Source: an optimization exercise on an open RTL-to-GDS flow (aim: small area, a short achievable clock period and few clock cycles per item). Production flows keep margins and buffers that such runs may drop. In this exercise RTL edits were held to simulation tests only and were not proved equivalent to the original.

== run 1 ==
==> flow/design.v (excerpt) <==
module gradient_row_span_generator #(
  parameter int unsigned FbMaxDim = 8192
) (
  input  logic          clk_i,
  input  logic          rst_ni,
  input  logic          s_axis_tvalid,
  output logic          s_axis_tready,
  input  logic [127:0]  s_axis_tdata,
  output logic          m_axis_tvalid,
  input  logic          m_axis_tready,
  output logic [63:0]   m_axis_tdata,
  output logic          m_axis_tuser,
  input  logic          cfg_we_i,
  input  logic [1:0]    cfg_idx_i,
  input  logic [13:0]   cfg_wdata_i
);
  logic [13:0] fbw_q, fbh_q, str_q;
  logic [15:0] str3_q;                  
  logic [13:0] wsat;
  assign wsat = (cfg_wdata_i > 14'(FbMaxDim)) ? 14'(FbMaxDim) : cfg_wdata_i;
  always_ff @(posedge clk_i or negedge rst_ni) begin
    if (!rst_ni) begin
      fbw_q <= 14'd640;
      fbh_q <= 14'd480;
      str_q <= 14'd640;
    end else if (cfg_we_i) begin
      if (cfg_idx_i == 2'd0) fbw_q <= wsat;
      if (cfg_idx_i == 2'd1) fbh_q <= wsat;
      if (cfg_idx_i == 2'd2) str_q <= wsat;
    end
  end
  always_ff @(posedge clk_i or negedge rst_ni) begin
    if (!rst_ni) str3_q <= 16'd1920;
    else         str3_q <= {2'b00, str_q} + {1'b0, str_q, 1'b0};
  end
  logic [7:2]  vld_q;
  logic [64:0] f_q;
  logic        adv;
  ...
Size in the first run: roughly 7,400 cells after synthesis, ~950 flip-flops, roughly 220 I/O pins.
clock: 8.5 ns
lec_check: 0
cap_margin: 20
core_margin: 2
core_utilization: 40
cts_buf_list: sky130_fd_sc_hd__clkbuf_4 sky130_fd_sc_hd__clkbuf_8
setup_slack_margin: 4.75
slew_margin: 20
tns_end_percent: 20
run.sh (not shown) runs the stock make flow with config.mk's settings and CLKGATE_MAP_FILE= SYNTH_SCRIPT=/design/flow/synth_recipe.tcl, a recipe that flattens the netlist after the stock synthesis.
Looking at the reports, run 1 completed the entire flow and the layout it produced met the timing, design-rule and antenna checks.
Testbench counts of run 1, summed over its fixed seeds: cycles 16,048, items 16,000.
Inputs modified between run 1 and run 2:
Settings: SETUP_SLACK_MARGIN now 4.5, was 4.75.
Per the final summary, run 2 finished and its layout is clean on timing, DRC and antenna. Run 1 | status: complete | timing, DRC, antenna: pass. On required time of the worst setup path, run 1 and run 2 are basically level. Summary: with run 1 as the reference, multi-input combinational cell area in run 2 moved down slightly. Comparing run 1 against run 2, there is no change at all in total overflow reported by the global router. Run 2: core utilization lower than run 1. Area overhead of the layout relative to synthesis in run 2 vs run 1: down 2.0 points. Final critical path time including I/O delays and setup came out higher on run 2 than on run 1. On proportion of layout cells with a drive suffix above 1, the higher figure sits with run 1, not run 2. Going from run 1 to run 2, the transition time at the pin with the least slew margin was found to have gone up by 0.026 ns.
--- input diff run 2..run 3 ---
Settings: SETUP_SLACK_MARGIN: 4.5 -> 4; CTS_BUF_LIST: sky130_fd_sc_hd__clkbuf_4 sky130_fd_sc_hd__clkbuf_8 -> unset.
==> comparison <==
Run 3 vs run 2 — final area dropped about 3.4%. Compared with run 2, the router placed fewer vias in run 3. | post-route fraction of the period consumed by the critical path | higher: run 3 |. Run 3: first-pass GRT wire length is 2.0% lower than what run 2 reported. met2 track demand over resource in global routing ends up higher on run 2. Run 3 ran to completion and came out clean on the timing, design-rule and antenna checks. As of run 3, count of clock-buffer cells in the layout had fallen by more than a quarter compared to run 2.
> inputs changed (run 3 -> run 4)
Settings: putting PLACE_DENSITY at 0.75 where nothing was set; putting CTS_BUF_LIST at sky130_fd_sc_hd__clkbuf_4 sky130_fd_sc_hd__clkbuf_8 where nothing was set; swapping 40 for 55 in CORE_UTILIZATION; swapping 4 for 4.5 in SETUP_SLACK_MARGIN.
==> results.txt <==
- Delta(count of cell instances traversed by the critical path, run 4 - run 3) < 0
- Re clock network area share: run 3 was higher than run 4.
- Looking at area growth from synthesis to final layout, run 4 sits above run 3.
- The capturing element of the worst setup path comes out r3_phi[18]$_DFFE_PP_ in one run and r3_n[67]$_DFFE_PP_ in the other, namely in run 3 and run 4 respectively.
- On floorplan row count: between run 4 and run 3, it ends up lower for run 4.
The following lists how run 5 was set up differently from run 4:
Settings: an added CTS_CLUSTER_DIAMETER of 100; a change of CORE_UTILIZATION from 55 to 40; a deleted PLACE_DENSITY that had been 0.75; a change of CTS_BUF_LIST from sky130_fd_sc_hd__clkbuf_4 sky130_fd_sc_hd__clkbuf_8 to sky130_fd_sc_hd__clkbuf_8; an added CTS_CLUSTER_SIZE of 14.
Findings:
No run among run 5 and run 4 stopped early or left any final violation; all are clean. Delta (run 5 minus run 4): initial antenna violation count went down by 6; final worst-path setup slack +0.12 ns; fraction of layout instances using a drive strength above 1 saw a decrease. Relative to run 4, routed length per instance decreased by 0.33 um in run 5. Compared with run 4, in run 5 fmax shows an increase of 6.7 MHz; multi-input gate share of total cell area shows an increase of 0.48 points; flip-flop and latch share of the layout cell area shows an increase of 0.16 points; critical path depth shows an increase of 1. Between run 4 and run 5, the multi-input combinational gate total does not differ in any meaningful way. Run 4 has lower wire length than run 5.
diff inputs: run 5 => run 6
Settings: SETUP_SLACK_MARGIN now 4, was 4.5; CTS_BUF_LIST now sky130_fd_sc_hd__clkbuf_4 sky130_fd_sc_hd__clkbuf_8, was sky130_fd_sc_hd__clkbuf_8; CTS_CLUSTER_SIZE no longer set, was 14; CTS_CLUSTER_DIAMETER no longer set, was 100.
==> results.txt <==
- Relative to run 5, clock buffer count from CTS has increased by 85 in run 6.
- Sort run 5 and run 6 by utilization after layout, descending, and run 5 comes first.
- Register-to-register slack: run 6 vs run 5 down 0.23 ns
- Between run 5 and run 6, the amount of wire on met2 after detailed routing is lower for run 6.
- Run 6 vs run 5 on met3 demand-to-capacity share in global routing: run 6 is the higher one.
- Min highest achievable clock rate across run 5 and run 6: run 6
- Summary of run 6 over run 5: final design instance area without fill went down.
- Of run 6 and run 5, it is run 6 that has the lower setup slack.


Another version of the RTL of gradient_row_span_generator (not shown whole).
Size in the first run: roughly 7500 cells after synthesis, ~1000 flip-flops, about 220 I/O pins, roughly 0.079 sq mm of cells after synthesis.
// gradient_row_span_generator
module gradient_row_span_generator #(
  parameter int unsigned FbMaxDim = 8192
) (
  input  logic          clk_i,
  input  logic          rst_ni,
  input  logic          s_axis_tvalid,
  output logic          s_axis_tready,
  input  logic [127:0]  s_axis_tdata,
  output logic          m_axis_tvalid,
  input  logic          m_axis_tready,
  output logic [63:0]   m_axis_tdata,
  output logic          m_axis_tuser,
  input  logic          cfg_we_i,
  input  logic [1:0]    cfg_idx_i,
  input  logic [13:0]   cfg_wdata_i
);
  logic [13:0] fbw_q, fbh_q, str_q;
  logic [15:0] str3_q;                  
  logic [13:0] wsat;
  assign wsat = (cfg_wdata_i > 14'(FbMaxDim)) ? 14'(FbMaxDim) : cfg_wdata_i;
  always_ff @(posedge clk_i or negedge rst_ni) begin
    if (!rst_ni) begin
      fbw_q <= 14'd640;
      fbh_q <= 14'd480;
      str_q <= 14'd640;
    end else if (cfg_we_i) begin
      if (cfg_idx_i == 2'd0) fbw_q <= wsat;
      if (cfg_idx_i == 2'd1) fbh_q <= wsat;
      if (cfg_idx_i == 2'd2) str_q <= wsat;
    end
  end
  always_ff @(posedge clk_i or negedge rst_ni) begin
    if (!rst_ni) str3_q <= 16'd1920;
    else         str3_q <= {2'b00, str_q} + {1'b0, str_q, 1'b0};
  end
  logic [7:2]  vld_q;
  logic        k_vld_q;
  logic [64:0] f_q, k_q;
  logic        adv;
  assign adv           = !k_vld_q;
  assign s_axis_tready = adv;
  assign m_axis_tvalid = k_vld_q || vld_q[7];
  assign {m_axis_tuser, m_axis_tdata} = k_vld_q ? k_q : f_q;
  ...
clock: 8.5 ns
lec_check: 0
cap_margin: 20
core_margin: 2
core_utilization: 40
cts_buf_list: sky130_fd_sc_hd__clkbuf_4 sky130_fd_sc_hd__clkbuf_8
setup_slack_margin: 4.5
slew_margin: 20
tns_end_percent: 20
The starting point passed the timing, design-rule and antenna checks.
Testbench counts at the start, summed over its fixed seeds: cycles 16,048, items 16,000.
Next try:
SETUP_SLACK_MARGIN = 4   (was 4.5)
After rerunning: Cell area fell by a few percent; global-route usage decreases by 0.61 points; hold slack gets better by 0.0034 ns; core utilization went down by 1.4 points; register-to-register slack is worse by 0.26 ns.

## re-timing with driven ports
Ports are ideal in the flow. The routed layouts listed here were re-timed in OpenROAD.
Step 1 sets driving cells, clkbuf_16 on the clock port and buf_2 on the other inputs (assumed; they add their load-dependent delay and slew).
Step 2 times the ports against the registers' clock, not the clock port: input delays grow and output delays shrink by t, the midpoint of the rising clock arrivals with the driver on.
a / b / c = ideal ports / drivers / drivers and shift; a / b = the first two.
run | t, ns | setup WS [ns] | hold slack, ns | worst data-port slew with drivers (ns)
run 1 | 1.004 | 4.289 / 4.289 / 3.550 | 0.401 / 0.401 / 0.401 | 0.13
run 2 | 1.003 | 4.266 / 4.266 / 3.397 | 0.404 / 0.404 / 0.404 | 0.13
run 3 | 0.849 | 3.991 / 3.991 / 3.244 | 0.394 / 0.394 / 0.394 | 0.13
run 4 | 0.988 | 4.136 / 4.136 / 3.410 | 0.384 / 0.384 / 0.384 | 0.14
run 5 | 0.946 | 4.261 / 4.261 / 3.558 | 0.409 / 0.409 / 0.409 | 0.12
run 6 | 1.002 | 4.028 / 4.027 / 3.190 | 0.400 / 0.400 / 0.400 | 0.15
the first run of note 2 | 1.030 | 4.327 / 4.304 / 3.561 | 0.370 / 0.370 / 0.370 | 0.12
the second run of note 2 | 1.026 | 4.066 / 4.018 / 3.165 | 0.374 / 0.374 / 0.374 | 0.11
After both steps every run listed still meets setup and hold. For the second run of note 2, which loses most, drivers alone change the setup slack by -0.048 ns; drivers and shift together by -0.901 ns.
